From an optimization exercise on the open Yosys and OpenROAD flow, aimed at small area, a short achievable clock period and few clock cycles; shortcuts taken in it are not production practice.
RTL that was checked went through simulation tests only; none was proved equivalent to the original.
Function not checked in runs 2 to 5: the RTL went through the layout flow alone.
Power and IR drop assume default switching activity.

==> design/flow/design.v <==
package hll_pkg;
  localparam logic [2:0] OP_ADD      = 3'd0;
  localparam logic [2:0] OP_MERGE    = 3'd1;
  localparam logic [2:0] OP_LOAD     = 3'd2;
  localparam logic [2:0] OP_READ     = 3'd3;
  localparam logic [2:0] OP_ESTIMATE = 3'd4;
  localparam logic [40:0] S_LIN   = 41'h49b4acbe10;
  localparam logic [40:0] S_LARGE = 41'h00002b2fdd;
  localparam logic [40:0] S_TOP   = 41'h0000017087;
  localparam logic [41:0] REM47   = 42'h00000017087;
  localparam logic [41:0] REM43   = 42'h00000170876;
  localparam logic [41:0] REM26   = 42'h02e10ec0000;
  localparam logic [29:0] LN2_Q30 = 30'd744261118;
endpackage
module hll_ram (
  input  logic        clk,
  input  logic        clr,
  input  logic        wr_en,
  input  logic [8:0]  wr_addr,
  input  logic [4:0]  wr_data,
  input  logic [31:0] rd_sel,
  output logic [79:0] rd_part
);
  logic [511:0] plane0_r, plane1_r, plane2_r, plane3_r, plane4_r;
  logic [31:0]  sel_hi;
  logic [15:0]  sel_lo;
  logic [4:0]   wd;
  always_comb begin
    for (int k = 0; k < 32; k++) begin
      sel_hi[k] = clr || (wr_en && (wr_addr[8:4] == 5'(k)));
    end
    for (int j = 0; j < 16; j++) begin
      sel_lo[j] = clr || (wr_addr[3:0] == 4'(j));
    end
  end
  assign wd = clr ? 5'd0 : wr_data;
  for (genvar i = 0; i < 512; i++) begin : g_ent
    always_ff @(posedge clk) begin
      if (sel_hi[i / 16] && sel_lo[i % 16]) begin
        plane0_r[i] <= wd[0];
        plane1_r[i] <= wd[1];
        plane2_r[i] <= wd[2];
        plane3_r[i] <= wd[3];
        plane4_r[i] <= wd[4];
      end
    end
  end
  for (genvar g = 0; g < 16; g++) begin : g_rd
    assign rd_part[5*g + 0] = |(plane0_r[32*g +: 32] & rd_sel);
    assign rd_part[5*g + 1] = |(plane1_r[32*g +: 32] & rd_sel);
    assign rd_part[5*g + 2] = |(plane2_r[32*g +: 32] & rd_sel);
    assign rd_part[5*g + 3] = |(plane3_r[32*g +: 32] & rd_sel);
    assign rd_part[5*g + 4] = |(plane4_r[32*g +: 32] & rd_sel);
  end
endmodule
module hll_div (
  input  logic        clk,
  input  logic        rst_n,
  input  logic        req,
  input  logic        hold,
  input  logic        clear,
  input  logic [40:0] s,
  input  logic [9:0]  z,
  output logic        push,
  output logic [31:0] card,
  output logic        sat
);
  typedef enum logic [3:0] {
    U_IDLE, U_W1, U_W2, U_CMP, U_DIV, U_NEG, U_NORM, U_SQ, U_NEXT, U_PREP,
    U_MUL, U_FIN
  } ustate_t;
  ustate_t     state_r;
  logic [47:0] q_r;
  logic [41:0] rem_r;
  logic [31:0] frac_r;
  logic [5:0]  n_r;
  logic [5:0]  cnt_r;
  logic [4:0]  bit_r;
  logic        mbit_r;
  logic        large_r;
  logic [2:0]  nd_r;       
  logic        sat_r;
  logic        lin_r;
  logic        top_r;
  logic        lrg_r;
  logic        zn_r;
  logic [11:0] rom_r;
  logic [11:0] rom_card;
  logic        done_n;
  logic        push_r;
  logic [41:0] rem_sh;
  logic [41:0] dsr;
  logic [42:0] rem_add;
  logic [41:0] rem_nxt;
  logic [31:0] ln2_ext;
  logic [31:0] mplier;
  logic [4:0]  bit_n;
  logic [32:0] sum;
  logic [37:0] d;
  logic        r_sat;
  hll_lin_rom u_rom (
    .zeros (z),
    .card  (rom_card)
  );
  always_ff @(posedge clk) begin
    lin_r <= (s >= hll_pkg::S_LIN);
    top_r <= (s <= hll_pkg::S_TOP);
    lrg_r <= (s <= hll_pkg::S_LARGE);
    zn_r  <= (z != 10'd0);
    rom_r <= rom_card;
  end
  assign rem_sh  = {rem_r[40:0], nd_r[2]};
  assign dsr     = rem_r[41] ? {1'b0, s} : ~{1'b0, s};
  assign rem_add = {rem_sh, 1'b1} + {dsr, !rem_r[41]};
  assign rem_nxt = rem_add[42:1];
  assign ln2_ext = {2'b00, hll_pkg::LN2_Q30};
  assign mplier  = (state_r == U_MUL) ? ln2_ext : q_r[47:16];
  assign bit_n   = bit_r + 5'd1;
  assign sum     = {1'b0, rem_r[41:10]} + (mbit_r ? {1'b0, q_r[47:16]} : 33'd0);
  assign d       = {6'd48, 32'd0} - {n_r, frac_r};
  assign r_sat   = (rem_r[37:32] != 6'd0);
  always_comb begin
    done_n = 1'b0;
    case (state_r)
      U_CMP:   done_n = !hold && ((lin_r && zn_r) || (!lin_r && top_r));
      U_DIV:   done_n = (cnt_r == 6'd1) && !large_r;
      U_FIN:   done_n = 1'b1;
      default: done_n = 1'b0;
    endcase
  end
  always_ff @(posedge clk) begin
    if (!rst_n) begin
      push_r <= 1'b0;
    end else begin
      push_r <= done_n;
    end
  end
  assign push = push_r;
  always_ff @(posedge clk) begin
    if (!rst_n) begin
      state_r   <= U_IDLE;
      q_r[31:0] <= '0;
      sat_r     <= 1'b0;
    end else begin
      if (clear) begin
        q_r[31:0] <= '0;
        sat_r     <= 1'b0;
      end
      case (state_r)
        U_IDLE: begin
          if (req) begin
            state_r <= U_W1;
          end
        end
        U_W1: begin
          state_r <= U_W2;
        end
        U_W2: begin
          state_r <= U_CMP;
        end
        U_CMP: begin
          if (!hold) begin
            sat_r   <= 1'b0;
            q_r     <= '0;
            large_r <= 1'b0;
            nd_r    <= 3'b000;
            if (lin_r && zn_r) begin
              q_r[11:0] <= rom_r;
              state_r   <= U_IDLE;
            end else if (lin_r) begin
              rem_r   <= {1'b0, hll_pkg::REM26[40:0]};
              cnt_r   <= 6'd11;
              state_r <= U_DIV;
            end else if (top_r) begin
              q_r[31:0] <= 32'hFFFF_FFFF;
              sat_r     <= 1'b1;
              state_r   <= U_IDLE;
            end else if (lrg_r) begin
              rem_r   <= {1'b0, hll_pkg::REM47[40:0]};
              cnt_r   <= 6'd48;
              large_r <= 1'b1;
              nd_r    <= 3'b011;
              state_r <= U_DIV;
            end else begin
              rem_r   <= {1'b0, hll_pkg::REM43[40:0]};
              cnt_r   <= 6'd28;
              state_r <= U_DIV;
            end
          end
        end
        U_DIV: begin
          rem_r <= rem_nxt;
          q_r   <= {q_r[46:0], !rem_nxt[41]};
          nd_r  <= {nd_r[1:0], 1'b0};
          cnt_r <= cnt_r - 6'd1;
          if (cnt_r == 6'd1) begin
            state_r <= large_r ? U_NEG : U_IDLE;
          end
        end
        U_NEG: begin
          q_r     <= 48'd0 - q_r;
          n_r     <= 6'd47;
          state_r <= U_NORM;
        end
        U_NORM: begin
          rem_r  <= '0;
          bit_r  <= '0;
          cnt_r  <= 6'd31;
          mbit_r <= q_r[16];
          if (q_r[47]) begin
            state_r <= U_SQ;
          end else begin
            q_r <= q_r << 1;
            n_r <= n_r - 6'd1;
          end
        end
        U_SQ, U_MUL: begin
          rem_r  <= {sum, rem_r[9:1]};
          bit_r  <= bit_n;
          mbit_r <= mplier[bit_n];
          if (bit_r == 5'd31) begin
            state_r <= (state_r == U_MUL) ? U_FIN : U_NEXT;
          end
        end
        U_NEXT: begin
          frac_r     <= {frac_r[30:0], rem_r[41]};
          q_r[47:16] <= rem_r[41] ? rem_r[41:10] : {rem_r[40:10], rem_r[9]};
          mbit_r     <= rem_r[41] ? rem_r[10] : rem_r[9];
          rem_r      <= '0;
          cnt_r      <= cnt_r - 6'd1;
          state_r    <= (cnt_r == 6'd0) ? U_PREP : U_SQ;
        end
        U_PREP: begin
          q_r[47:16] <= {2'b00, d[37:8]};
          mbit_r     <= ln2_ext[0];
          state_r    <= U_MUL;
        end
        U_FIN: begin
          q_r[31:0] <= r_sat ? 32'hFFFF_FFFF : rem_r[31:0];
          sat_r     <= r_sat;
          state_r   <= U_IDLE;
        end
        default: begin
          state_r <= U_IDLE;
        end
      endcase
    end
  end
  assign card = q_r[31:0];
  assign sat  = sat_r;
endmodule
module hll_lin_rom (
  input  logic [9:0]  zeros,
  output logic [11:0] card
);
  localparam logic [511:0] T0 = 512'haaaaaaab554aad52a56a52969696925b649364c9999999ce738e3c3c3f03ffc007ff03e1c73999b24b52aaa56d939c0fe0e64aab63fc6a983767617bb66297ac;
  localparam logic [511:0] T1 = 512'h66666666ccd99b366cd9364db24db6c92db6d25b4b4b4b5ad6a56a956aa955555555aab56a52d2db6d9b33398e1c1ff01fe1c666d6a94ce00ed580d3996fcc0e;
  localparam logic [511:0] T2 = 512'h1e1e1e1e3c3878f1e3c70e3c71c38e38e38e31c738c738c6319ce6731998cccccccc999326c9b64924b69694a54ab555554a94b49b318f0001ccaa9c759b8edc;
  localparam logic [511:0] T3 = 512'h01fe01fe03f807f01fc0fe03f03f81f81f81f03f07c0f83e0f83e1f0f8783c3c3c3c7870e1c78e38e38e718c63398cccccd9b26db694a5555569331ff353ac02;
  localparam logic [511:0] T4 = 512'h0001fffe0007fff0003ffe000fff8007ff800fff003ff801ff801ff007f803fc03fc07f01fc07e07e07e0f83e0f87c3c3c3871e38e739cccccdb694aa59c6796;
  localparam logic [511:0] T5 = 512'h00000001fffffff0000001ffffff8000007fffff000007ffff80000ffff80003fffc000fffc001ffe001ff801ff803fc03f80fe07e0f83c3c3c718c66cb54852;
  localparam logic [511:0] T6 = 512'h000000000000000fffffffffffff800000000000ffffffffff8000000007fffffffc0000003fffffe000007ffff80003fff8001ffe007fc03fc0f83e1c73256a;
  localparam logic [511:0] T7 = 512'h00000000000000000000000000007fffffffffffffffffffff800000000000000003ffffffffffffe00000000007fffffff8000001ffffc0003ff801fc0f1cd0;
  localparam logic [511:0] T8 = 512'h000000000000000000000000000000000000000000000000007fffffffffffffffffffffffffffffe0000000000000000007ffffffffffc0000007fffc00fc34;
  localparam logic [511:0] T9 = 512'h000000000000000000000000000000000000000000000000000000000000000000000000000000001fffffffffffffffffffffffffffffc00000000003fffc0c;
  localparam logic [511:0] T10 = 512'h000000000000000000000000000000000000000000000000000000000000000000000000000000000000000000000000000000000000003ffffffffffffffc02;
  localparam logic [511:0] T11 = 512'h000000000000000000000000000000000000000000000000000000000000000000000000000000000000000000000000000000000000000000000000000003fe;
  always_comb begin
    card = 12'd0;
    if (!zeros[9]) begin
      card[0] = T0[zeros[8:0]];
      card[1] = T1[zeros[8:0]];
      card[2] = T2[zeros[8:0]];
      card[3] = T3[zeros[8:0]];
      card[4] = T4[zeros[8:0]];
      card[5] = T5[zeros[8:0]];
      card[6] = T6[zeros[8:0]];
      card[7] = T7[zeros[8:0]];
      card[8] = T8[zeros[8:0]];
      card[9] = T9[zeros[8:0]];
      card[10] = T10[zeros[8:0]];
      card[11] = T11[zeros[8:0]];
    end
  end
endmodule
module hyperloglog_sketch_core (
  input  logic        clk,
  input  logic        rst_n,
  input  logic        in_valid,
  output logic        in_ready,
  input  logic [2:0]  in_opcode,
  input  logic [31:0] in_hash_value,
  input  logic [9:0]  in_reg_index,
  input  logic [4:0]  in_reg_value,
  output logic        out_valid,
  input  logic        out_ready,
  output logic [4:0]  out_read_value,
  output logic [31:0] out_cardinality,
  output logic        out_saturated,
  output logic        out_changed
);
  localparam int unsigned NG = 16;           
  logic        rst_q;
  logic        in_ready_r;
  logic [2:0]  owed_r;     
  logic        vr_r;
  logic [2:0]  opr_r;
  logic [8:0]  idxr_r;
  logic [31:0] selr_r;     
  logic [22:0] wr_r;
  logic [4:0]  valr_r;
  logic        v1_r;
  logic [2:0]  op1_r;
  logic [8:0]  idx1_r;
  logic [NG-1:0]   sel1_r;  
  logic [4:0]  nv1_r;
  logic [5*NG-1:0] part_r;
  logic [NG-1:0]   pgt_r;   
  logic        mx_r;       
  logic        mw_r;       
  logic        gtx_r;      
  logic        gtw_r;      
  logic        we2_r;
  logic [8:0]  widx2_r;
  logic [4:0]  wval2_r;
  logic [4:0]  old2_r;
  logic        we3_r;
  logic [4:0]  wval3_r;
  logic        dv_r;
  logic [31:0] dm_r;       
  logic        dn_r;       
  logic [1:0]  dz_r;
  logic [40:0] s_r;
  logic [9:0]  z_r;
  logic [2:0]  cnt_r;
  logic        out_valid_r;
  logic [4:0]  q_rd_r  [4];
  logic        q_chg_r [4];
  logic        est_head_r;  
  logic        eb_r;
  logic        accept;
  logic        pop;
  logic [5*NG-1:0] part;
  logic [NG-1:0]   pgt;
  logic [4:0]  rd_raw;
  logic [4:0]  rd;
  logic [4:0]  rank;
  logic [8:0]  idx_in;
  logic [4:0]  nvr;
  logic        gt_raw;
  logic        is_am;
  logic        gt;
  logic        do_wr;
  logic        push_x;
  logic        est_req;
  logic        est_push;
  logic        push;
  logic [4:0]  push_rd;
  logic        push_chg;
  logic [2:0]  wpos;
  logic        est_pop;
  logic        room_n;
  logic        block_n;
  logic [31:0] th_new;
  logic [31:0] th_old;
  logic [40:0] s_add;
  logic [41:0] s_sum;
  logic [31:0] card;
  logic        sat;
  assign accept = in_valid && in_ready_r;
  assign pop    = out_valid_r && out_ready;
  always_comb begin
    rank = 5'd24;
    for (int b = 0; b < 23; b++) begin
      if (wr_r[b]) begin
        rank = 5'(23 - b);
      end
    end
  end
  assign idx_in = (in_opcode == hll_pkg::OP_ADD) ? in_hash_value[8:0]
                                                : in_reg_index[8:0];
  assign nvr    = (opr_r == hll_pkg::OP_ADD) ? rank : valr_r;
  always_comb begin
    for (int g = 0; g < NG; g++) begin
      pgt[g] = (nvr > part[5*g +: 5]);
    end
  end
  always_ff @(posedge clk) begin
    rst_q <= rst_n;
    opr_r  <= in_opcode;
    idxr_r <= idx_in;
    for (int k = 0; k < 32; k++) begin
      selr_r[k] <= (idx_in[4:0] == 5'(k));
    end
    wr_r   <= in_hash_value[22:0];
    valr_r <= in_reg_value;
    op1_r  <= opr_r;
    idx1_r <= idxr_r;
    for (int g = 0; g < NG; g++) begin
      sel1_r[g] <= (idxr_r[8:5] == 4'(g));
    end
    nv1_r  <= nvr;
    part_r <= part;
    pgt_r  <= pgt;
    mx_r   <= (idxr_r == idx1_r);
    mw_r   <= (idxr_r == widx2_r);
    gtx_r  <= (nvr > nv1_r);
    gtw_r  <= (nvr > wval2_r);
    widx2_r <= idx1_r;
    wval2_r <= nv1_r;
    old2_r  <= rd;
    wval3_r <= wval2_r;
    if (!rst_n) begin
      vr_r  <= 1'b0;
      v1_r  <= 1'b0;
      we2_r <= 1'b0;
      we3_r <= 1'b0;
    end else begin
      vr_r  <= accept;
      v1_r  <= vr_r;
      we2_r <= do_wr;
      we3_r <= we2_r;
    end
  end
  hll_ram u_ram (
    .clk     (clk),
    .clr     (!rst_q),
    .wr_en   (we2_r),
    .wr_addr (widx2_r),
    .wr_data (wval2_r),
    .rd_sel  (selr_r),
    .rd_part (part)
  );
  always_comb begin
    rd_raw = 5'd0;
    for (int g = 0; g < NG; g++) begin
      rd_raw = rd_raw | (part_r[5*g +: 5] & {5{sel1_r[g]}});
    end
  end
  assign gt_raw = |(pgt_r & sel1_r);
  assign rd     = (we2_r && mx_r) ? wval2_r :
                  (we3_r && mw_r) ? wval3_r : rd_raw;
  assign gt     = (we2_r && mx_r) ? gtx_r :
                  (we3_r && mw_r) ? gtw_r : gt_raw;
  assign is_am  = (op1_r == hll_pkg::OP_ADD) || (op1_r == hll_pkg::OP_MERGE);
  assign do_wr  = v1_r && ((is_am && gt) || (op1_r == hll_pkg::OP_LOAD));
  assign push_x = v1_r && (op1_r != hll_pkg::OP_ESTIMATE);
  assign est_req = v1_r && (op1_r == hll_pkg::OP_ESTIMATE);
  assign push_rd  = est_push ? 5'd0 : ((op1_r == hll_pkg::OP_READ) ? rd : 5'd0);
  assign push_chg = !est_push && is_am && gt;
  always_comb begin
    for (int i = 0; i < 32; i++) begin
      th_new[i] = (wval2_r >= 5'(31 - i));
      th_old[i] = (old2_r >= 5'(31 - i));
    end
  end
  assign s_add = dn_r ? ~{9'd0, dm_r} : {9'd0, dm_r};
  assign s_sum = {s_r, 1'b1} + {s_add, dn_r};
  always_ff @(posedge clk) begin
    dm_r <= th_new ^ th_old;
    dn_r <= (wval2_r > old2_r);
    dz_r <= 2'(wval2_r == 5'd0) - 2'(old2_r == 5'd0);
    if (!rst_n) begin
      dv_r <= 1'b0;
      s_r  <= 41'h100_0000_0000;
      z_r  <= 10'd512;
    end else begin
      dv_r <= we2_r;
      if (dv_r) begin
        s_r <= s_sum[41:1];
        z_r <= z_r + {{8{dz_r[1]}}, dz_r};
      end
    end
  end
  assign push = push_x || est_push;
  assign wpos = cnt_r - 3'(pop);
  assign est_pop = pop && est_head_r;
  always_ff @(posedge clk) begin
    if (pop) begin
      q_rd_r[0]  <= q_rd_r[1];
      q_chg_r[0] <= q_chg_r[1];
      q_rd_r[1]  <= q_rd_r[2];
      q_chg_r[1] <= q_chg_r[2];
      q_rd_r[2]  <= q_rd_r[3];
      q_chg_r[2] <= q_chg_r[3];
    end
    if (push) begin
      q_rd_r[wpos[1:0]]  <= push_rd;
      q_chg_r[wpos[1:0]] <= push_chg;
    end
    if (!rst_n) begin
      cnt_r       <= 3'd0;
      out_valid_r <= 1'b0;
      est_head_r  <= 1'b0;
    end else begin
      if (est_push) begin
        est_head_r <= 1'b1;
      end else if (pop) begin
        est_head_r <= 1'b0;
      end
      case ({push, pop})
        2'b10:   cnt_r <= cnt_r + 3'd1;
        2'b01:   cnt_r <= cnt_r - 3'd1;
        default: cnt_r <= cnt_r;
      endcase
      out_valid_r <= push || (cnt_r >= 3'd2) || ((cnt_r == 3'd1) && !pop);
    end
  end
  always_comb begin
    case ({accept, pop})
      2'b10:   room_n = (owed_r <= 3'd2);
      2'b01:   room_n = (owed_r <= 3'd4);
      default: room_n = (owed_r <= 3'd3);
    endcase
  end
  assign block_n = (accept && (in_opcode == hll_pkg::OP_ESTIMATE)) ||
                   (vr_r && (opr_r == hll_pkg::OP_ESTIMATE)) || est_req ||
                   (eb_r && !est_push);
  always_ff @(posedge clk) begin
    if (!rst_n) begin
      in_ready_r <= 1'b1;
      owed_r     <= 3'd0;
      eb_r       <= 1'b0;
    end else begin
      if (est_req) begin
        eb_r <= 1'b1;
      end else if (est_push) begin
        eb_r <= 1'b0;
      end
      in_ready_r <= !block_n && room_n;
      owed_r     <= owed_r + 3'(accept) - 3'(pop);
    end
  end
  hll_div u_est (
    .clk   (clk),
    .rst_n (rst_n),
    .req   (est_req),
    .hold  (cnt_r != 3'd0),
    .clear (est_pop),
    .s     (s_r),
    .z     (z_r),
    .push  (est_push),
    .card  (card),
    .sat   (sat)
  );
  assign in_ready        = in_ready_r;
  assign out_valid       = out_valid_r;
  assign out_read_value  = q_rd_r[0];
  assign out_changed     = q_chg_r[0];
  assign out_cardinality = card;
  assign out_saturated   = sat;
endmodule
==> design/flow/run.sh <==
#!/bin/bash
# synth_recipe.tcl (not shown) runs the flow's synth.tcl, then flattens the netlist and writes it again
# the make line also repeats each setting of config.mk as NAME=value (left out here)
make -C /OpenROAD-flow-scripts/flow DESIGN_CONFIG=/design/flow/config.mk WORK_HOME=/design/flow/orfs CLKGATE_MAP_FILE= SYNTH_SCRIPT=/design/flow/synth_recipe.tcl finish
==> design/flow/config.mk <==
export PLATFORM = sky130hd
export DESIGN_NAME = hyperloglog_sketch_core
export DESIGN_NICKNAME = hyperloglog_sketch_core
export VERILOG_FILES = /design/flow/design.v
export SDC_FILE = /design/flow/constraint.sdc
export NUM_CORES = 4
export LEC_CHECK = 0
export ABC_CLOCK_PERIOD_IN_PS = 3000
export CAP_MARGIN = 30
export CORE_MARGIN = 2
export CORE_UTILIZATION = 30
export SETUP_SLACK_MARGIN = 5
export SLEW_MARGIN = 30
==> design/flow/constraint.sdc <==
create_clock -name core_clock -period 11.0 [get_ports {clk}]
set_input_delay 2.2000 -clock core_clock [delete_from_list [all_inputs] [get_ports {clk}]]
set_output_delay 2.2000 -clock core_clock [all_outputs]
set_load 0.01 [all_outputs]
==> impl_metrics.tcl, run 1 <==
set metrics [dict create \
    final_common_cell "edfxtp_1" \
    synthCells 9540 \
    final_util_pct 34.2 \
    die_height_um 658 \
    cts_tree "done" \
    p_sw_share_pct 25.2 \
    p_sw_mw 6.77 \
    cts_setup_buffers 0 \
    synthSimpleGateAreaFrac_pct 8.97 \
    status "complete, no violations" \
    ant_nets 0 \
    grt_usage_pct 18.6 \
    slew_viol_final 0 \
    multiInputGateArea_mm2 0.0367 \
    leakage_nw 49.5 \
    cts_root_buffer "clkbuf_16" \
    finalWirelength_mm 421 \
    fin_tns_setup_ns 0 \
    ir_worst_vdd_uv 163 \
    nNetsFinal 9797 \
    path_max_fanout 47 \
    synth_mux_area_share_pct 0.947 \
    p_seq_share_pct 51.5 \
    die_x_um 658 \
    synth-main-ff-cell "edfxtp_1" \
    cts_hold_buffers 0 \
    clock-sinks 3079 \
    clock_latency_ns 0.98 \
    synth-async-reset-ratio_pct 0 \
    fmax_ghz 0.216 \
    vias_per_cell 5.64 \
    placed_area_mm2 0.136 \
    yosys.area_share.xor_xnor_pct 1.96 \
    worstSetupStartpointType "flop" \
    portBuffers 84 \
    drc 0 \
    fin_crit_sh_pct 42.0 \
    gp_congestion 0.908 \
    final_cell_mix "2696 x edfxtp_1, 1233 x a22oi_1, 939 x nor2_1, 454 x nand2_1, 344 x dfxtp_1" \
    io_pins 95 \
    ys_warn_count 4 \
    p_per_area_mw_per_mm2 184 \
    grt_max_degree 225 \
    critPathArrivalTime_ns 5.41 \
    power_frac_comb_pct 9.1 \
    synth_adder_area_share_pct 2.54 \
    vias 87002 \
    drive_gt1_share_pct 8.27 \
    synth_nets 9851 \
    ys_types 88 \
    cp.required_ns 11.78 \
    cts_buffers 319 \
    core-area_mm2 0.426 \
    hold_path.class "flop to flop" \
    dieArea_mm2 0.432 \
    critical_path.endpoint_type "flop" \
    syn-cell-area_mm2 0.128 \
    final_cell_area_mm2 0.146 \
    seqCellArea_mm2 0.0888 \
    path_class "flop to flop" \
    path_clk_slew_ns 0.06 \
    hpwl_mm 260 \
    dr.pass1.iters 8 \
    antenna_found_initial 10 \
    synth_top_family_by_area "compound AO/OA/AOI/OAI gates" \
    seq_area_frac_synth_pct 69.2 \
    setup_viol 0 \
    ys_seq_elements 3079 \
    avgSynthCellArea_um2 13.4 \
    wl_per_cell_um 27.3 \
    grt_pass1_wl_mm 599 \
    htree_levels 5 \
    drtIter0Drc 12254 \
    synth-edff-count 2696 \
    gr-total-overflow 0 \
    hold_viol 0 \
    synth_compound_area_share_pct 13.9 \
    row_count 240 \
    clockPowerShare_pct 39.5 \
    syn2layout_area_growth_pct 13.9 \
    period_minus_slack_ns 4.62 \
    relSlewSlack_pct 28.5 \
    finalPower_mw 26.8 \
    fillCellCount 41412 \
    start_util_pct 30.0 \
    rsz0062_at_grt "false" \
    ctsResizeCount 0 \
    cts_max_path_buffers 4 \
    fin_skew_ns 0.0879 \
    worst_pin_slew_ns 1.07 \
    p_int_mw 20.1 \
    maxCapViolCount 0 \
    grt_pass1_vias 82120 \
]
## power by group through the flow
| stage | clock, mW | sequential, mW | combinational, mW |
|---|---|---|---|
| global placement | 0 | 14.0 | 2.35 |
| detailed placement | 0 | 14.0 | 2.38 |
| CTS | 10.7 | 13.8 | 2.39 |
| floorplan | 0 | 13.9 | 1.47 |
| global route | 11.1 | 13.9 | 2.61 |
| finish | 10.6 | 13.8 | 2.43 |
## synth_stat cells, types with 15 or more instances
master,number,area (um2)
edfxtp_1,2696,81000
a211oi_1,61,458
clkbuf_1,542,2030
o31ai_1,22,165
nand3_1,139,696
or4_1,27,203
mux2i_1,56,561
nor2b_1,67,419
a221oi_1,88,771
buf_1,83,312
nand2_1,455,1710
or2_2,15,93.8
buf_4,33,248
and3_1,53,332
and2_1,105,657
a31oi_1,81,507
a22o_1,51,447
nor4_1,32,200
nand2b_1,63,394
ha_1,254,3180
xnor2_1,165,1450
o21a_1,46,345
nor3_1,202,1010
o21bai_1,16,120
xor2_1,122,1070
or3_1,27,169
a21o_1,67,503
inv_1,155,582
o311ai_0,18,158
a21oi_1,348,1740
o211ai_1,37,278
a22oi_1,1233,9260
o21ai_0,289,1450
o22ai_1,34,213
nand4_1,258,1610
dfxtp_1,383,7670
a311oi_1,24,210
mux2_2,44,495
nor2_1,949,3560
## path summary, 6_finish.rpt
check        startpoint          to  slack (ns)  cells past startpoint
max                dn_r     s_r[40]        6.38                     12
min            nv1_r[3]  wval2_r[3]        0.35                      0
max reg2reg        dn_r     s_r[40]        6.38                     12
min reg2reg    nv1_r[3]  wval2_r[3]        0.35                      0
## flip-flops by register name, indices dropped and copies added, names as in the netlist, 32 cells and up
name,cells
s_r,41
u_ram.plane1_r,512
part_r,80
u_ram.plane4_r,512
u_ram.plane0_r,512
u_est.rem_r,42
selr_r,32
u_est.frac_r,32
u_ram.plane3_r,512
u_ram.plane2_r,512
u_est.q_r,48
## critical path, stage by stage (launching register included)
cell     delay (ns)
dfxtp_2        0.31
buf_4          0.54
xor2_1         0.16
ha_1           0.39
o21a_1         0.14
o21ai_0        0.10
a221o_1        0.41
o31ai_1        0.66
a31oi_1        0.31
o21ai_0        0.68
a21o_1         0.21
mux2i_1        0.20
mux2_2         0.35
## layer usage
layer	up-vias	wire length (um)	global-route usage, %
met3	727	42000	3.34
met5	-	13	0
met1	44142	172000	25.8
met4	2	14500	5.82
met2	5056	192000	29.6
li1	37075	-	-
## layout make-up
type | count | area share [%]
inverter | 159 | 0.413
antenna | 3 | 0.00515
clock buffer | 422 | 5.92
timing repair buffer | 287 | 1.82
multi-input combinational | 5640 | 25.1
tap | 5687 | 4.88
clock inverter | 157 | 0.989
sequential | 3079 | 60.8
## cells by family (layout without fill, tap and decap cells)
family | count (synthesis) | in the layout
XOR/XNOR | 287 | 287
buffers and inverters | 821 | 1025
adder cells (fa/ha/maj) | 259 | 259
AND/OR/NAND/NOR | 2439 | 2439
flip-flops | 3079 | 3079
multiplexers | 107 | 107
other | 0 | 3
AO/OA/AOI/OAI | 2548 | 2548
## stage by stage
| step | setup slack (ns) | hold slack (ns) | std cells |
|---|---|---|---|
| floorplan | 1.52 | 0.329 | 9540 |
| CTS | 6.33 | 0.355 | 15425 |
| global placement | 6.09 | 0.339 | 14837 |
| finish | 6.38 | 0.354 | 15434 |
| detailed placement | 6.05 | 0.339 | 14846 |
| global route | 6.08 | 0.360 | 15432 |
Testbench counts, summed over its fixed seeds: cycles 15,284.
==> inputs of run 2 (changes only) <==
--- a/design/flow/design.v
+++ b/design/flow/design.v
@@ -90,5 +90,7 @@
   logic        push_r;
+  logic [31:0] card_r;
+  logic        osat_r;
   logic [41:0] rem_sh;
-  logic [41:0] dsr;
-  logic [42:0] rem_add;
+  logic [41:0] rem_pls;
+  logic [41:0] rem_mns;
   logic [41:0] rem_nxt;
@@ -112,5 +114,5 @@
   assign rem_sh  = {rem_r[40:0], nd_r[2]};
-  assign dsr     = rem_r[41] ? {1'b0, s} : ~{1'b0, s};
-  assign rem_add = {rem_sh, 1'b1} + {dsr, !rem_r[41]};
-  assign rem_nxt = rem_add[42:1];
+  assign rem_pls = rem_sh + {1'b0, s};
+  assign rem_mns = rem_sh - {1'b0, s};
+  assign rem_nxt = rem_r[41] ? rem_pls : rem_mns;
   assign ln2_ext = {2'b00, hll_pkg::LN2_Q30};
@@ -139,11 +141,14 @@
   always_ff @(posedge clk) begin
+    if (!rst_n || clear) begin
+      card_r <= '0;
+      osat_r <= 1'b0;
+    end else if (push_r) begin
+      card_r <= q_r[31:0];
+      osat_r <= sat_r;
+    end
+  end
+  always_ff @(posedge clk) begin
     if (!rst_n) begin
       state_r   <= U_IDLE;
-      q_r[31:0] <= '0;
-      sat_r     <= 1'b0;
     end else begin
-      if (clear) begin
-        q_r[31:0] <= '0;
-        sat_r     <= 1'b0;
-      end
       case (state_r)
@@ -248,4 +253,4 @@
   end
-  assign card = q_r[31:0];
-  assign sat  = sat_r;
+  assign card = card_r;
+  assign sat  = osat_r;
 endmodule
@@ -329,3 +334,3 @@
   logic        dv_r;
-  logic [31:0] dm_r;       
+  logic [40:0] ds_r;       
   logic        dn_r;       
@@ -365,3 +370,4 @@
   logic [31:0] th_old;
-  logic [40:0] s_add;
+  logic [31:0] dm;
+  logic        dn;
   logic [41:0] s_sum;
@@ -392,3 +398,4 @@
     for (int k = 0; k < 32; k++) begin
-      selr_r[k] <= (idx_in[4:0] == 5'(k));
+      selr_r[k] <= (in_opcode == hll_pkg::OP_ADD) ? (in_hash_value[4:0] == 5'(k))
+                                                  : (in_reg_index[4:0] == 5'(k));
     end
@@ -456,7 +463,8 @@
   end
-  assign s_add = dn_r ? ~{9'd0, dm_r} : {9'd0, dm_r};
-  assign s_sum = {s_r, 1'b1} + {s_add, dn_r};
+  assign dm    = th_new ^ th_old;
+  assign dn    = (wval2_r > old2_r);
+  assign s_sum = {s_r, 1'b1} + {ds_r, dn_r};
   always_ff @(posedge clk) begin
-    dm_r <= th_new ^ th_old;
-    dn_r <= (wval2_r > old2_r);
+    ds_r <= dn ? ~{9'd0, dm} : {9'd0, dm};
+    dn_r <= dn;
     dz_r <= 2'(wval2_r == 5'd0) - 2'(old2_r == 5'd0);
--- a/design/flow/config.mk
+++ b/design/flow/config.mk
@@ -7,4 +7,3 @@
 export LEC_CHECK = 0
-export ABC_CLOCK_PERIOD_IN_PS = 3000
-export CAP_MARGIN = 30
+export CAP_MARGIN = 70
 export CORE_MARGIN = 2
@@ -12,2 +11,2 @@
 export SETUP_SLACK_MARGIN = 5
-export SLEW_MARGIN = 30
+export SLEW_MARGIN = 70
==> impl_metrics.tcl, run 2 <==
set metrics [dict create \
    min-delay-start "nv1_r[3]" \
    dieArea_mm2 0.439 \
    critPathArrivalTime_ns 5.78 \
    p_sw_mw 6.73 \
    ctsResizeCount 0 \
    path_max_fanout 7 \
    drc 0 \
    final_cell_mix "2729 x edfxtp_1, 1247 x a22oi_1, 454 x nor2_1, 450 x nor2_2, 446 x nand2_1" \
    htree_levels 5 \
    fin_skew_ns 0.0974 \
    synth_nets 9976 \
    crit_chain "or4_1 -> nor4b_4 -> nand3b_1 -> nor2_1 -> nor2_1 -> xor2_1 -> ha_1 -> and2_1 -> nand3_1 -> or4_1 -> o2111ai_1 -> nand2_1 -> o21ai_1 -> a41oi_1 -> mux2i_1 -> a221o_1" \
    rsz0062_at_grt "false" \
    setup_viol 0 \
    wl_per_cell_um 27.4 \
    status "complete, no violations" \
    gr-total-overflow 0 \
    ys_warn_count 4 \
    clock_latency_ns 0.92 \
    yosys.area.top_type_share_pct 63.0 \
    portBuffers 84 \
    ys_types 100 \
    power_frac_comb_pct 10.1 \
    slowest_stage "or4_1" \
    cts_tree "done" \
    worstSetupStartpoint "s_r[3]" \
    path_clk_slew_ns 0.07 \
    cts_max_path_buffers 4 \
    nNetsFinal 10153 \
    p_int_mw 20.4 \
    drive_gt1_share_pct 16.7 \
    hold_ws_ns 0.341 \
    yosys.cell_count.top_type "edfxtp_1" \
    leakage_nw 52.2 \
    ant_nets 0 \
    synthCells 9660 \
    slew_viol_final 0 \
    use_met3_pct 3.04 \
    final_cells 15783 \
    worst_pin_slew_ns 0.499 \
    grt_max_degree 72 \
    hpwl_mm 288 \
    cts_setup_buffers 0 \
    die_height_um 663 \
    busiest_layer "met2" \
    worstSetupStartpointType "flop" \
    die_x_um 663 \
    synth_common_cells "2729 x edfxtp_1, 1247 x a22oi_1, 993 x nor2_1" \
    placed_area_mm2 0.144 \
    avgSynthCellArea_um2 13.5 \
    gp_congestion 0.878 \
    seq_area_frac_synth_pct 68.9 \
    ir_worst_vdd_uv 138 \
    final_util_pct 35.7 \
    relSlewSlack_pct 66.4 \
    reg2reg_from "s_r[3]" \
    syn2layout_area_growth_pct 18.4 \
    synth-async-reset-ratio_pct 0 \
    synth-main-ff-cell "edfxtp_1" \
    antenna_found_initial 4 \
    cp.required_ns 11.57 \
    p_seq_share_pct 51.5 \
    period_minus_slack_ns 5.21 \
    synth-edff-count 2729 \
    hold_path.class "flop to flop" \
    clock-sinks 3113 \
    grt_usage_pct 18.8 \
    final_common_cell "edfxtp_1" \
    critical_path.endpoint_type "flop" \
    ys_seq_elements 3113 \
    maxCapViolCount 0 \
    cts_hold_buffers 0 \
    critPathMaxStageDelay_ns 0.65 \
    cp_top_family "simple AND/OR/NAND/NOR gates" \
    hold_viol 0 \
    cts_root_buffer "clkbuf_16" \
    drtIter0Drc 12377 \
    gr-usage-met1_pct 25.8 \
    syn-cell-area_mm2 0.130 \
    grtUsageMet2_pct 30.4 \
    vias 89272 \
    setup_ws_ns 5.79 \
    rrSetupSlack_ns 5.79 \
    p_sw_share_pct 24.8 \
    yosysTopAreaCell "edfxtp_1" \
    grt_pass1_vias 84487 \
    cts_buffers 303 \
    path_class "flop to flop" \
    io_pins 95 \
    vias_per_cell 5.66 \
    fmax_ghz 0.192 \
    finalWirelength_mm 432 \
    clockPowerShare_pct 38.3 \
    dr.pass1.iters 8 \
    worst-path-buf-inv 0 \
    grt_pass1_wl_mm 616 \
    fin_tns_setup_ns 0 \
    final_cell_area_mm2 0.154 \
    fin_crit_sh_pct 47.4 \
    dpl.cell_count 15219 \
    synth_area_leaders "edfxtp_1 63%, a22oi_1 7.2%, dfxtp_1 5.9%" \
    pre_cts_ws_ns 5.78 \
    start_util_pct 30.2 \
    row_count 241 \
    core-area_mm2 0.431 \
    p_per_area_mw_per_mm2 176 \
    finalPower_mw 27.1 \
]
[run 2: worst reg2reg max path, cell delays in order, from the launching register on]
cell,delay (ns)
dfxtp_1,0.41
or4_1,0.65
nor4b_4,0.40
nand3b_1,0.17
nor2_1,0.11
nor2_1,0.05
xor2_1,0.16
ha_1,0.40
and2_1,0.24
nand3_1,0.14
or4_1,0.59
o2111ai_1,0.39
nand2_1,0.24
o21ai_1,0.37
a41oi_1,0.22
mux2i_1,0.16
a221o_1,0.26
[run 2: kinds of logic (layout without fill, tap and decap cells)]
logic type	count (synthesis)	count (layout)	synth area share, %
adder cells (fa/ha/maj)	263	263	2.56
buffers and inverters	808	1218	2.42
AO/OA/AOI/OAI	2553	2553	13.8
AND/OR/NAND/NOR	2486	2486	9.09
other	0	3	0
flip-flops	3113	3113	68.9
XOR/XNOR	285	285	1.92
multiplexers	152	152	1.31
[run 2: path summary, 6_finish.rpt]
kind	cells after the start	end
worst max register to register	16	u_est.rem_r[39]
worst min register to register	0	wval2_r[3]
worst min-delay path	0	wval2_r[3]
worst max-delay path	16	u_est.rem_r[39]
[run 2: layout make-up]
| cell class | instances | area [um2] |
|---|---|---|
| clock buffer | 383 | 8240 |
| multi-input combinational | 5739 | 40100 |
| antenna | 3 | 7.51 |
| fill | 41056 | 277000 |
| timing repair buffer | 507 | 6660 |
| clock inverter | 155 | 1420 |
| sequential | 3113 | 89800 |
| tap | 5710 | 7140 |
| inverter | 173 | 654 |
[run 2: power groups by stage]
stage / Combinational, mW / Clock, mW / Sequential (mW)
global route: 2.94 / 10.9 / 14.0
detailed placement: 2.68 / 0 / 14.2
global placement: 2.41 / 0 / 14.2
floorplan: 1.53 / 0 / 14.1
finish: 2.75 / 10.4 / 14.0
CTS: 2.70 / 10.5 / 14.0
[run 2: routing by layer]
metal  vias to the layer above  part of all wire [%]
met4                         6                   3.4
met3                       768                   9.7
li1                      38056                     -
met1                     45256                    40
met2                      5186                    47
met5                         -                 0.018
==> inputs of run 3 (changes only) <==
--- a/design/flow/config.mk
+++ b/design/flow/config.mk
@@ -9,3 +9,3 @@
 export CORE_MARGIN = 2
-export CORE_UTILIZATION = 30
+export CORE_UTILIZATION = 45
 export SETUP_SLACK_MARGIN = 5
==> impl_metrics.tcl, run 3 <==
set metrics [dict create \
    dpl.cell_count 13279 \
    syn-cell-area_mm2 0.130 \
    cts_buffers 322 \
    seq_area_frac_synth_pct 68.9 \
    rsz0062_at_grt "false" \
    row_count 197 \
    synth_common_cells "2729 x edfxtp_1, 1247 x a22oi_1, 993 x nor2_1" \
    cp.required_ns 11.69 \
    hpwl_mm 285 \
    relSlewSlack_pct 66.0 \
    p_per_area_mw_per_mm2 182 \
    die_height_um 542 \
    hold_viol 0 \
    drc 0 \
    ys_seq_elements 3113 \
    power_frac_comb_pct 10.0 \
    p_int_mw 20.9 \
    final_cell_area_mm2 0.152 \
    antenna_found_initial 10 \
    dieArea_mm2 0.293 \
    status "complete, no violations" \
    finalWirelength_mm 429 \
    grt_max_degree 74 \
    grt_pass1_wl_mm 615 \
    portBuffers 84 \
    cts_hold_buffers 0 \
    worst_pin_slew_ns 0.507 \
    setup_viol 0 \
    yosys.cell_count.top_type "edfxtp_1" \
    fillCellCount 23547 \
    path_clk_slew_ns 0.06 \
    fin_skew_ns 0.0849 \
    ys_types 100 \
    io_pins 95 \
    htree_levels 5 \
    synth_area_leaders "edfxtp_1 63%, a22oi_1 7.2%, dfxtp_1 5.9%" \
    avgSynthCellArea_um2 13.5 \
    critPathMaxStageDelay_ns 0.65 \
    worst-path-buf-inv 0 \
    worstSetupStartpointType "flop" \
    clock_latency_ns 0.93 \
    ctsResizeCount 0 \
    crit_chain "or4_1 -> nor4b_4 -> nand3b_1 -> nor2_1 -> nor2_1 -> xor2_1 -> ha_1 -> and2_1 -> nand3_1 -> or4_1 -> o2111ai_1 -> nand2_1 -> o2111ai_1 -> a21o_1 -> nand3_1 -> a31oi_1" \
    fin_crit_sh_pct 47.6 \
    core-area_mm2 0.288 \
    clockPowerShare_pct 39.6 \
    vias_per_cell 6.47 \
    syn2layout_area_growth_pct 17.0 \
    cts_root_buffer "clkbuf_16" \
    dr.pass1.iters 7 \
    ys_warn_count 4 \
    slew_viol_final 0 \
    leakage_nw 52.5 \
    cts_tree "done" \
    yosysTopAreaCell "edfxtp_1" \
    ir_worst_vdd_uv 134 \
    period_minus_slack_ns 5.24 \
    p_sw_share_pct 24.6 \
    drive_gt1_share_pct 16.9 \
    maxCapViolCount 0 \
    placed_area_mm2 0.141 \
    grt_usage_pct 28.5 \
    final_common_cell "edfxtp_1" \
    cts_max_path_buffers 4 \
    finalPower_mw 27.7 \
    gp_congestion 0.902 \
    setup_ws_ns 5.76 \
    gr-total-overflow 0 \
    path_max_fanout 7 \
    grt_pass1_vias 86300 \
    die_x_um 542 \
    critPathArrivalTime_ns 5.93 \
    drtIter0Drc 12982 \
    p_sw_mw 6.82 \
    start_util_pct 45.2 \
    ant_nets 0 \
    seqCellArea_mm2 0.0898 \
    multiInputGateArea_mm2 0.0402 \
    critical_path.endpoint_type "flop" \
    final_util_pct 52.9 \
    slowest_stage "or4_1" \
    hold_path.class "flop to flop" \
    fin_tns_setup_ns 0 \
    path_class "flop to flop" \
    clock-sinks 3113 \
    synth-async-reset-ratio_pct 0 \
    p_seq_share_pct 50.4 \
    synth-main-ff-cell "edfxtp_1" \
    yosys.area.top_type_share_pct 63.0 \
    pre_cts_ws_ns 5.69 \
    nNetsFinal 10158 \
    cts_setup_buffers 0 \
    cp_top_family "simple AND/OR/NAND/NOR gates" \
    synth-edff-count 2729 \
    synth_nets 9976 \
    vias 89735 \
    hold_ws_ns 0.344 \
    fmax_ghz 0.191 \
    final_cell_mix "2729 x edfxtp_1, 1247 x a22oi_1, 456 x nor2_1, 447 x nand2_1, 447 x nor2_2" \
    wl_per_cell_um 30.9 \
    final_cells 13878 \
    synthCells 9660 \
]
[run 3: power by group through the flow]
stage	Sequential [mW]	Clock (mW)	Combinational, mW
after floorplan	14.1	0	1.53
after global placement	14.2	0	2.40
after detailed placement	14.2	0	2.69
after CTS	14.0	11.1	2.71
after global routing	14.0	11.5	2.96
final	14.0	11.0	2.78
[run 3: final timing paths]
| check | slack [ns] | end | start | cells after the start |
|---|---|---|---|---|
| hold reg to reg | 0.34 | wval2_r[3] | nv1_r[3] | 0 |
| setup reg to reg | 5.76 | u_est.q_r[0] | s_r[3] | 16 |
| setup / recovery | 5.76 | u_est.q_r[0] | s_r[3] | 16 |
| hold / removal | 0.34 | wval2_r[3] | nv1_r[3] | 0 |
[run 3: area by class of cell]
class / count / area share, %
Antenna cell: 2 / 0.00329
Multi-Input combinational cell: 5739 / 26.4
Tap cell: 3781 / 3.11
Clock inverter: 152 / 1.01
Inverter: 173 / 0.431
Clock buffer: 425 / 5.87
Sequential cell: 3113 / 59.0
Timing Repair Buffer: 493 / 4.22
[run 3: cell families (layout without fill, tap and decap cells)]
kind of cell / after synthesis / in the layout / share of synthesized area [%]
AOI/OAI and AO/OA: 2553 / 2553 / 13.8
xor gates and xnor gates: 285 / 285 / 1.92
adders and majority gates: 263 / 263 / 2.56
buffers and inverters: 808 / 1243 / 2.42
DFF: 3113 / 3113 / 68.9
muxes: 152 / 152 / 1.31
other: 0 / 2 / 0
and+or+nand+nor: 2486 / 2486 / 9.09
[run 3: routing by layer]
metal  part of all wire, %  track usage (%)  wire (um)  vias up
li1                      -                -          -    38129
met1                    40             40.3     172000    45205
met2                    45             44.0     195000     5659
met3                    11             6.30      49400      740
met4                   3.1             8.29      13200        2
met5                0.0030                0         13        -
==> inputs of run 4 (changes only) <==
--- a/design/flow/design.v
+++ b/design/flow/design.v
@@ -9,2 +9,3 @@
   localparam logic [40:0] S_TOP   = 41'h0000017087;
+  localparam logic [64:0] ND      = 65'h1_7087_6000_0000_0000;
   localparam logic [41:0] REM47   = 42'h00000017087;
@@ -87,2 +88,4 @@
   logic [11:0] rom_r;
+  logic [5:0]  jm_r;       
+  logic [5:0]  jm;
   logic [11:0] rom_card;
@@ -93,4 +96,4 @@
   logic [41:0] rem_sh;
-  logic [41:0] rem_pls;
-  logic [41:0] rem_mns;
+  logic [41:0] dsr;
+  logic [42:0] rem_add;
   logic [41:0] rem_nxt;
@@ -99,3 +102,6 @@
   logic [4:0]  bit_n;
-  logic [32:0] sum;
+  logic [16:0] sum_lo;
+  logic [16:0] sum_hi;
+  logic        ph_r;
+  logic        cy_r;
   logic [37:0] d;
@@ -106,3 +112,12 @@
   );
+  always_comb begin
+    jm = 6'd0;
+    for (int i = 0; i < 41; i++) begin
+      if (s[i]) begin
+        jm = 6'(i);
+      end
+    end
+  end
   always_ff @(posedge clk) begin
+    jm_r  <= jm;
     lin_r <= (s >= hll_pkg::S_LIN);
@@ -114,5 +129,5 @@
   assign rem_sh  = {rem_r[40:0], nd_r[2]};
-  assign rem_pls = rem_sh + {1'b0, s};
-  assign rem_mns = rem_sh - {1'b0, s};
-  assign rem_nxt = rem_r[41] ? rem_pls : rem_mns;
+  assign dsr     = rem_r[41] ? {1'b0, s} : ~{1'b0, s};
+  assign rem_add = {rem_sh, 1'b1} + {dsr, !rem_r[41]};
+  assign rem_nxt = rem_add[42:1];
   assign ln2_ext = {2'b00, hll_pkg::LN2_Q30};
@@ -120,3 +135,5 @@
   assign bit_n   = bit_r + 5'd1;
-  assign sum     = {1'b0, rem_r[41:10]} + (mbit_r ? {1'b0, q_r[47:16]} : 33'd0);
+  assign sum_lo  = {1'b0, rem_r[25:10]} + (mbit_r ? {1'b0, q_r[31:16]} : 17'd0);
+  assign sum_hi  = {1'b0, rem_r[41:26]} + (mbit_r ? {1'b0, q_r[47:32]} : 17'd0)
+                   + {16'd0, cy_r};
   assign d       = {6'd48, 32'd0} - {n_r, frac_r};
@@ -175,4 +192,4 @@
             end else if (lin_r) begin
-              rem_r   <= {1'b0, hll_pkg::REM26[40:0]};
-              cnt_r   <= 6'd11;
+              rem_r   <= 42'(hll_pkg::ND >> (7'd65 - {1'b0, jm_r}));
+              cnt_r   <= 6'd49 - jm_r;
               state_r <= U_DIV;
@@ -189,4 +206,4 @@
             end else begin
-              rem_r   <= {1'b0, hll_pkg::REM43[40:0]};
-              cnt_r   <= 6'd28;
+              rem_r   <= 42'(hll_pkg::ND >> (7'd65 - {1'b0, jm_r}));
+              cnt_r   <= 6'd49 - jm_r;
               state_r <= U_DIV;
@@ -212,2 +229,3 @@
           bit_r  <= '0;
+          ph_r   <= 1'b0;
           cnt_r  <= 6'd31;
@@ -222,7 +240,13 @@
         U_SQ, U_MUL: begin
-          rem_r  <= {sum, rem_r[9:1]};
-          bit_r  <= bit_n;
-          mbit_r <= mplier[bit_n];
-          if (bit_r == 5'd31) begin
-            state_r <= (state_r == U_MUL) ? U_FIN : U_NEXT;
+          ph_r <= !ph_r;
+          if (!ph_r) begin
+            rem_r[25:10] <= sum_lo[15:0];
+            cy_r         <= sum_lo[16];
+          end else begin
+            rem_r  <= {sum_hi, rem_r[25:10], rem_r[9:1]};
+            bit_r  <= bit_n;
+            mbit_r <= mplier[bit_n];
+            if (bit_r == 5'd31) begin
+              state_r <= (state_r == U_MUL) ? U_FIN : U_NEXT;
+            end
           end
@@ -240,2 +264,3 @@
           mbit_r     <= ln2_ext[0];
+          ph_r       <= 1'b0;
           state_r    <= U_MUL;
--- a/design/flow/config.mk
+++ b/design/flow/config.mk
@@ -9,3 +9,3 @@
 export CORE_MARGIN = 2
-export CORE_UTILIZATION = 45
+export CORE_UTILIZATION = 30
 export SETUP_SLACK_MARGIN = 5
==> impl_metrics.tcl, run 4 <==
set metrics [dict create \
    status "complete, no violations" \
    cts_hold_buffers 0 \
    core-area_mm2 0.434 \
    synthSimpleGateAreaFrac_pct 9.21 \
    hold_path.class "flop to flop" \
    synth_compound_area_share_pct 14.0 \
    hold_ws_ns 0.345 \
    gp_congestion 0.905 \
    clock_latency_ns 0.92 \
    critical_path.endpoint_type "output port" \
    hpwl_mm 293 \
    cp.required_ns 8.80 \
    yosys.area_share.xor_xnor_pct 1.97 \
    htree_levels 5 \
    critPathMaxStageDelay_ns 0.83 \
    seqCellArea_mm2 0.0900 \
    io_pins 95 \
    fmax_ghz 0.229 \
    avgSynthCellArea_um2 13.3 \
    fin_crit_sh_pct 39.7 \
    vias 90349 \
    ant_nets 0 \
    drtIter0Drc 13178 \
    worst-path-buf-inv 1 \
    die_height_um 664 \
    p_per_area_mw_per_mm2 175 \
    crit_chain "clkdlybuf4s50_1" \
    rsz0062_at_grt "false" \
    maxCapViolCount 0 \
    hold_viol 0 \
    synth_adder_area_share_pct 2.59 \
    grt_usage_pct 19.1 \
    gr-total-overflow 0 \
    path_class "flop to output port" \
    start_util_pct 30.1 \
    rrSetupSlack_ns 6.95 \
    ctsResizeCount 0 \
    synth-main-ff-cell "edfxtp_1" \
    ys_warn_count 4 \
    synth_common_cells "2731 x edfxtp_1, 1260 x a22oi_1, 1072 x nor2_1" \
    path_max_fanout 1 \
    critPathArrivalTime_ns 2.17 \
    slowest_stage "clkdlybuf4s50_1" \
    synth_area_leaders "edfxtp_1 63%, a22oi_1 7.2%, dfxtp_1 6.0%" \
    syn-cell-area_mm2 0.131 \
    leakage_nw 52.0 \
    yosys.cell_count.top_type "edfxtp_1" \
    synthCells 9838 \
    final_cell_mix "2731 x edfxtp_1, 1260 x a22oi_1, 535 x nor2_1, 501 x nand2_1, 436 x nor2_2" \
    synth-async-reset-ratio_pct 0 \
    dr.pass1.iters 9 \
    yosys.area.top_type_share_pct 62.7 \
    seq_area_frac_synth_pct 68.7 \
    synth_mux_area_share_pct 1.22 \
    period_minus_slack_ns 4.37 \
    drc 0 \
    drive_gt1_share_pct 16.9 \
    ys_types 88 \
    synth-edff-count 2731 \
    fin_tns_setup_ns 0 \
    syn2layout_area_growth_pct 18.3 \
    cts_root_buffer "clkbuf_16" \
    grt_pass1_vias 85909 \
    slew_viol_final 0 \
    synth_top_family_by_area "compound AO/OA/AOI/OAI gates" \
    portBuffers 84 \
    cts_tree "done" \
    final_common_cell "edfxtp_1" \
    yosysTopAreaCell "edfxtp_1" \
    wl_per_cell_um 27.6 \
    clock-sinks 3121 \
    path_clk_slew_ns 0.06 \
    grt_max_degree 75 \
    antenna_found_initial 11 \
    finalPower_mw 27.1 \
    multiInputGateArea_mm2 0.0408 \
    vias_per_cell 5.65 \
    finalWirelength_mm 441 \
    fin_skew_ns 0.0971 \
    cp_top_family "buffers and inverters" \
    ir_worst_vdd_uv 135 \
    die_x_um 664 \
    grt_pass1_wl_mm 626 \
    worstSetupStartpointType "flop" \
    row_count 242 \
    relSlewSlack_pct 66.8 \
    synth_nets 10159 \
    cts_buffers 307 \
    fillCellCount 41382 \
    setup_viol 0 \
    worst_pin_slew_ns 0.496 \
    cts_max_path_buffers 4 \
    ys_seq_elements 3121 \
    nNetsFinal 10326 \
    cts_setup_buffers 0 \
    dieArea_mm2 0.441 \
]
==> run 4: cell types whose count changed after synthesis, sizes merged, moves of 20 or more <==
cell / delta
and2: -20
nand2: +55
xnor2: +48
xor2: -39
a21oi: +28
nor2: +80
==> run 4: path summary, 6_finish.rpt <==
path                                    from                end  cells past startpoint
worst max-delay path            q_rd_r[0][3]  out_read_value[3]                      1
worst min-delay path                nv1_r[3]         wval2_r[3]                      0
worst max register to register  u_est.mbit_r    u_est.rem_r[38]                     13
worst min register to register      nv1_r[3]         wval2_r[3]                      0
==> run 4: layout make-up <==
| type | instances | area share [%] |
|---|---|---|
| diodes | 2 | 0.00323 |
| clock buffers | 391 | 5.42 |
| clock inverters | 160 | 0.906 |
| inverters | 180 | 0.449 |
| multi-input cells | 5891 | 26.4 |
| flip-flops and latches | 3121 | 58.2 |
| well taps | 5734 | 4.64 |
| repair buffers | 504 | 4.06 |
==> run 4: per-layer routing <==
layer | track usage, % | up-vias | part of all wire, %
li1 | - | 38647 | -
met1 | 25.8 | 45500 | 40
met2 | 30.7 | 5375 | 46
met3 | 3.52 | 823 | 9.9
met4 | 6.58 | 4 | 3.7
met5 | 0 | - | 0.0061
==> run 4: cell families after synthesis <==
family                     after synthesis
xor gates and xnor gates               294
buffers and inverters                  826
muxes                                  147
AOI/OAI and AO/OA                     2603
and+or+nand+nor                       2580
DFF                                   3121
adders and majority gates              267
==> run 4: per-stage QoR <==
step	cell area, um2	worst slack [ns]	cells	utilization, %
global route	155000	6.58	15981	35.6
floorplan	131000	1.52	9838	-
global placement	139000	5.98	15216	31.9
CTS	154000	6.58	15948	35.4
detailed placement	144000	6.19	15397	33.2
finish	155000	6.63	15983	35.6
==> run 4: power breakdown <==
part	internal [mW]	total [mW]	switching, mW
Sequential	13.7	14.0	0.341
Combinational	0.810	2.57	1.76
Clock	5.87	10.5	4.61
==> inputs of run 5 (changes only) <==
--- a/design/flow/config.mk
+++ b/design/flow/config.mk
@@ -7,3 +7,3 @@
 export LEC_CHECK = 0
-export CAP_MARGIN = 70
+export CAP_MARGIN = 30
 export CORE_MARGIN = 2
@@ -11,2 +11,2 @@
 export SETUP_SLACK_MARGIN = 5
-export SLEW_MARGIN = 70
+export SLEW_MARGIN = 80
==> impl_metrics.tcl, run 5 <==
set metrics [dict create \
    ys_warn_count 4 \
    vias 93623 \
    leakage_nw 56.8 \
    row_count 242 \
    htree_levels 5 \
    ys_types 88 \
    hpwl_mm 322 \
    core-area_mm2 0.434 \
    crit_top_cell "clkdlybuf4s50_1" \
    period_minus_slack_ns 5.55 \
    synthCells 9838 \
    gp_congestion 0.905 \
    dieArea_mm2 0.441 \
    vias_per_cell 5.64 \
    grt_pass1_vias 89730 \
    power_frac_comb_pct 10.9 \
    drive_gt1_share_pct 23.6 \
    gr-total-overflow 0 \
    path_class "flop to flop" \
    crit_chain "buf_2 -> buf_2 -> and2_1 -> ha_1 -> a21o_1 -> a21o_1 -> a2111oi_4 -> clkdlybuf4s50_1 -> clkdlybuf4s50_1 -> clkdlybuf4s50_1 -> nor3_2 -> o31a_1 -> and4_1 -> a2111oi_4 -> dlymetal6s2s_1 -> clkdlybuf4s50_1 -> a41oi_1 -> o211ai_1" \
    setup_viol 0 \
    multiInputGateArea_mm2 0.0450 \
    start_util_pct 30.1 \
    fin_skew_ns 0.0938 \
    clock_latency_ns 0.92 \
    hold_viol 0 \
    cts_root_buffer "clkbuf_16" \
    synth-async-reset-ratio_pct 0 \
    cts_hold_buffers 0 \
    drc 0 \
    worst_pin_slew_ns 0.409 \
    fin_tns_setup_ns 0 \
    placed_area_mm2 0.156 \
    cts_max_path_buffers 4 \
    hold_path.class "flop to flop" \
    syn-cell-area_mm2 0.131 \
    path_max_fanout 5 \
    drtIter0Drc 13539 \
    synth-main-ff-cell "edfxtp_1" \
    grt_max_degree 49 \
    critical_path.endpoint_type "flop" \
    maxCapViolCount 0 \
    seq_area_frac_synth_pct 68.7 \
    fillCellCount 39957 \
    status "complete, no violations" \
    die_x_um 664 \
    yosys.cell_count.top_type "edfxtp_1" \
    yosys.area.top_type_share_pct 62.7 \
    p_per_area_mw_per_mm2 166 \
    path_clk_slew_ns 0.06 \
    cts_buffers 304 \
    finalPower_mw 27.7 \
    die_height_um 664 \
    avgSynthCellArea_um2 13.3 \
    grt_usage_pct 19.5 \
    io_pins 95 \
    final_util_pct 38.6 \
    slew_viol_final 0 \
    p_int_mw 20.9 \
    ir_worst_vdd_uv 142 \
    final_cells 16595 \
    p_sw_mw 6.84 \
    nNetsFinal 10935 \
    worstSetupStartpointType "flop" \
    final_cell_mix "2731 x edfxtp_1, 1246 x a22oi_1, 534 x nor2_4, 502 x nor2_1, 471 x nand2_1" \
    finalWirelength_mm 449 \
    clock-sinks 3121 \
    ys_seq_elements 3121 \
    yosysTopAreaCell "edfxtp_1" \
    synth_nets 10159 \
    critPathMaxStageDelay_ns 0.52 \
    synth-edff-count 2731 \
    grt_pass1_wl_mm 643 \
    antenna_found_initial 10 \
    fmax_ghz 0.180 \
    portBuffers 84 \
    dpl.cell_count 15969 \
    syn2layout_area_growth_pct 28.0 \
    cts_setup_buffers 0 \
    rsz0062_at_grt "false" \
    relSlewSlack_pct 72.7 \
    synth_area_leaders "edfxtp_1 63%, a22oi_1 7.2%, dfxtp_1 6.0%" \
    ant_nets 0 \
    clockPowerShare_pct 38.6 \
    p_sw_share_pct 24.7 \
    fin_crit_sh_pct 50.5 \
    cts_tree "done" \
    p_seq_share_pct 50.5 \
    final_common_cell "edfxtp_1" \
    dr.pass1.iters 10 \
    hold_ws_ns 0.339 \
    setup_ws_ns 5.45 \
    slowest_stage "clkdlybuf4s50_1" \
    synth_common_cells "2731 x edfxtp_1, 1260 x a22oi_1, 1072 x nor2_1" \
    pre_cts_ws_ns 5.14 \
    seqCellArea_mm2 0.0901 \
    cp.required_ns 11.68 \
    final_cell_area_mm2 0.167 \
    wl_per_cell_um 27.1 \
    critPathArrivalTime_ns 6.23 \
]
-- run 5: worst paths after layout --
path | from | to | slack (ns) | cells after the start
worst max-delay path | u_est.q_r[16] | u_est.rem_r[25] | 5.45 | 18
worst min-delay path | nv1_r[3] | wval2_r[3] | 0.34 | 0
worst max register to register | u_est.q_r[16] | u_est.rem_r[25] | 5.45 | 18
worst min register to register | nv1_r[3] | wval2_r[3] | 0.34 | 0
-- run 5: what timing repair did --
item / in CTS / in global routing
gates resized for setup: 0 / 1
endpoints found under the hold margin: 0 / 0
setup endpoints to repair: 0 / 1
-- run 5: critical path, delay by kind of cell (launching register included) --
family          cells  cell delay, ns
simple gates        3            0.44
fa+ha+maj           1            0.23
buf+inv             7            2.57
compound gates      7            1.69
flops               1            0.45
-- run 5: kinds of logic (layout without fill, tap and decap cells) --
logic type      after synthesis  after routing  synth area share, %
flops                      3121           3121                 68.7
compound gates             2603           2603                 14.0
simple gates               2580           2580                 9.21
buf+inv                     826           1843                 2.37
xor+xnor                    294            294                 1.97
fa+ha+maj                   267            267                 2.59
mux                         147            147                 1.22
other cells                   0              6                    0
-- run 5: area by class of cell --
type                            instances  share of cell area (%)
Antenna cell                            6                 0.00897
Clock buffer                          382                    4.98
Clock inverter                        165                    1.00
Inverter                              180                   0.432
Multi-Input combinational cell       5891                    26.9
Sequential cell                      3121                    53.8
Tap cell                             5734                    4.28
Timing Repair Buffer                 1116                    8.59
-- run 5: layer usage --
layer	GRT usage (%)	share of wire, %
met3	3.56	10
met1	26.3	39
met5	0	0
met2	31.4	46
met4	7.02	4.2
-- run 5: power groups by stage --
stage / Sequential, mW / Combinational [mW] / Clock (mW)
after floorplan: 14.1 / 1.40 / 0
after global placement: 14.2 / 2.25 / 0
after detailed placement: 14.2 / 2.92 / 0
after CTS: 14.0 / 2.94 / 10.8
after global routing: 14.0 / 3.21 / 11.2
final: 14.0 / 3.01 / 10.7
==> inputs of run 6 (changes only) <==
--- a/design/flow/design.v
+++ b/design/flow/design.v
@@ -64,2 +64,3 @@
   input  logic [9:0]  z,
+  output logic        fin,
   output logic        push,
@@ -156,2 +157,3 @@
   end
+  assign fin  = done_n;
   assign push = push_r;
@@ -339,4 +341,3 @@
   logic [31:0] selr_r;     
-  logic [22:0] wr_r;
-  logic [4:0]  valr_r;
+  logic [4:0]  nvr_r;      
   logic        v1_r;
@@ -359,3 +360,3 @@
   logic        dv_r;
-  logic [40:0] ds_r;       
+  logic [31:0] ds_r;       
   logic        dn_r;       
@@ -385,2 +386,3 @@
   logic        est_req;
+  logic        est_fin;
   logic        est_push;
@@ -405,3 +407,3 @@
     for (int b = 0; b < 23; b++) begin
-      if (wr_r[b]) begin
+      if (in_hash_value[b]) begin
         rank = 5'(23 - b);
@@ -412,3 +414,3 @@
                                                 : in_reg_index[8:0];
-  assign nvr    = (opr_r == hll_pkg::OP_ADD) ? rank : valr_r;
+  assign nvr    = nvr_r;
   always_comb begin
@@ -426,4 +428,3 @@
     end
-    wr_r   <= in_hash_value[22:0];
-    valr_r <= in_reg_value;
+    nvr_r  <= (in_opcode == hll_pkg::OP_ADD) ? rank : in_reg_value;
     op1_r  <= opr_r;
@@ -490,5 +491,5 @@
   assign dn    = (wval2_r > old2_r);
-  assign s_sum = {s_r, 1'b1} + {ds_r, dn_r};
+  assign s_sum = {s_r, 1'b1} + {{9{dn_r}}, ds_r, dn_r};
   always_ff @(posedge clk) begin
-    ds_r <= dn ? ~{9'd0, dm} : {9'd0, dm};
+    ds_r <= dn ? ~dm : dm;
     dn_r <= dn;
@@ -550,3 +551,3 @@
                    (vr_r && (opr_r == hll_pkg::OP_ESTIMATE)) || est_req ||
-                   (eb_r && !est_push);
+                   (eb_r && !est_fin && !est_push);
   always_ff @(posedge clk) begin
@@ -574,2 +575,3 @@
     .z     (z_r),
+    .fin   (est_fin),
     .push  (est_push),
--- a/design/flow/config.mk
+++ b/design/flow/config.mk
@@ -7,3 +7,3 @@
 export LEC_CHECK = 0
-export CAP_MARGIN = 30
+export CAP_MARGIN = 70
 export CORE_MARGIN = 2
@@ -11,2 +11,2 @@
 export SETUP_SLACK_MARGIN = 5
-export SLEW_MARGIN = 80
+export SLEW_MARGIN = 70
==> impl_metrics.tcl, run 6 <==
set metrics [dict create \
    ys_warn_count 4 \
    synthCells 9782 \
    hold_viol 0 \
    row_count 241 \
    nNetsFinal 10276 \
    syn2layout_area_growth_pct 18.9 \
    rsz0062_at_grt "false" \
    core-area_mm2 0.431 \
    seq_area_frac_synth_pct 68.7 \
    fin_tns_setup_ns 0 \
    hpwl_mm 291 \
    gr-usage-met1_pct 26.1 \
    cts_max_path_buffers 4 \
    use_met3_pct 3.68 \
    wl_per_cell_um 27.2 \
    maxCapViolCount 0 \
    synth_area_leaders "edfxtp_1 63%, a22oi_1 7.2%, dfxtp_1 5.6%" \
    fin_skew_ns 0.0767 \
    path_max_fanout 28 \
    ir_worst_vdd_uv 139 \
    fmax_ghz 0.221 \
    p_int_mw 20.4 \
    drtIter0Drc 12482 \
    synth_nets 10105 \
    grt_pass1_vias 85159 \
    synth-async-reset-ratio_pct 0 \
    power_frac_comb_pct 9.8 \
    crit_top_cell "a21o_1" \
    drc 0 \
    grtUsageMet2_pct 29.7 \
    cts_root_buffer "clkbuf_16" \
    relSlewSlack_pct 67.0 \
    synth-edff-count 2731 \
    critical_path.endpoint_type "flop" \
    status "complete, no violations" \
    slowest_stage "or4b_2" \
    antenna_found_initial 7 \
    ctsResizeCount 0 \
    cts_tree "done" \
    dieArea_mm2 0.439 \
    avgSynthCellArea_um2 13.3 \
    worst_pin_slew_ns 0.491 \
    yosys.area.top_type_share_pct 63.0 \
    htree_levels 5 \
    critPathMaxStageDelay_ns 0.61 \
    dpl.cell_count 15321 \
    yosys.cell_count.top_type "edfxtp_1" \
    clock_latency_ns 0.93 \
    clock-sinks 3097 \
    yosysTopAreaCell "edfxtp_1" \
    synth-main-ff-cell "edfxtp_1" \
    p_per_area_mw_per_mm2 176 \
    critPathArrivalTime_ns 5.18 \
    busiest_layer "met2" \
    cp_top_family "compound AO/OA/AOI/OAI gates" \
    hold_path.class "flop to flop" \
    p_sw_mw 6.78 \
    ant_nets 0 \
    p_seq_share_pct 51.1 \
    die_x_um 662 \
    drive_gt1_share_pct 16.8 \
    ys_seq_elements 3097 \
    crit_cells 15 \
    vias 89284 \
    vias_per_cell 5.61 \
    start_util_pct 30.2 \
    grt_pass1_wl_mm 618 \
    io_pins 95 \
    period_minus_slack_ns 4.52 \
    ys_types 83 \
    cts_setup_buffers 0 \
]
## run 6: changes by cell type after synthesis, sizes merged, moves of 13 or more
cell	before	now
nor2	1073	1030
o21ai	271	310
dfxtp	390	366
a21oi	372	390
nand2b	68	81
or3	28	41
## run 6: final timing paths
kind,start,endpoint,slack (ns)
worst max-delay path,u_est.rem_r[41],u_est.rem_r[41],6.48
worst max register to register,u_est.rem_r[41],u_est.rem_r[41],6.48
worst min register to register,nv1_r[2],wval2_r[2],0.35
worst min-delay path,nv1_r[2],wval2_r[2],0.35
## run 6: power by group through the flow
stage	logic [mW]	clock network, mW	registers, mW
2_1_floorplan	1.43	0	14.0
3_3_place_gp	2.30	0	14.2
3_5_place_dp	2.58	0	14.1
4_1_cts	2.59	10.7	13.9
5_1_grt	2.83	11.2	14.0
6_report	2.66	10.7	13.9
## run 6: routing by layer
layer	wire length (um)	share of wire [%]
met4	15900	3.7
met2	196000	45
met3	46100	11
met1	176000	41
met5	40	0.0092
## run 6: layout make-up
cell class,instances,area [um2]
inverter,177,672
timing repair buffer,496,6630
tap,5710,7140
clock buffer,425,8860
sequential,3097,89500
antenna,4,10.0
fill,40898,276000
clock inverter,150,1290
multi-input combinational,5857,40600
## run 6: worst register-to-register path, stage by stage, from the launching register on
cell	delay [ns]
edfxtp_1	0.43
buf_8	0.20
buf_12	0.20
xnor2_1	0.17
ha_1	0.37
a21o_1	0.15
a21oi_1	0.05
or4b_2	0.61
a21o_1	0.21
a31oi_2	0.35
a21o_1	0.26
a31oi_1	0.20
o31ai_1	0.40
a31oi_1	0.24
xnor2_1	0.28
o221ai_1	0.14
## run 6: cells by family (layout without fill, tap and decap cells)
family | Yosys count | after routing | share of synthesized area (%)
AO/OA/AOI/OAI | 2607 | 2607 | 13.9
AND/OR/NAND/NOR | 2525 | 2525 | 9.03
adder cells (fa/ha/maj) | 269 | 269 | 2.62
flip-flops | 3097 | 3097 | 68.7
other | 0 | 4 | 0
XOR/XNOR | 301 | 301 | 2.03
multiplexers | 155 | 155 | 1.32
buffers and inverters | 828 | 1248 | 2.40
## run 6: metrics by stage
stage / power (mW) / instance area, um2 / util [%] / setup slack [ns]
after floorplan: 15.5 / 130000 / - / 1.44
after global placement: 16.5 / 138000 / 31.9 / 6.10
after detailed placement: 16.7 / 144000 / 33.4 / 6.44
after CTS: 27.2 / 154000 / 35.7 / 6.61
after global routing: 28.0 / 155000 / 35.9 / 6.30
final: 27.2 / 155000 / 35.9 / 6.48
Testbench counts of run 6, summed over its fixed seeds: cycles 14,936.

Setup slack of run 6, layout unchanged: 6.481 ns with ideal ports, 6.481 ns with driving cells assumed (clock clkbuf_16, inputs buf_2), 6.360 ns with port delays also shifted by the 1.006 ns mid clock arrival.
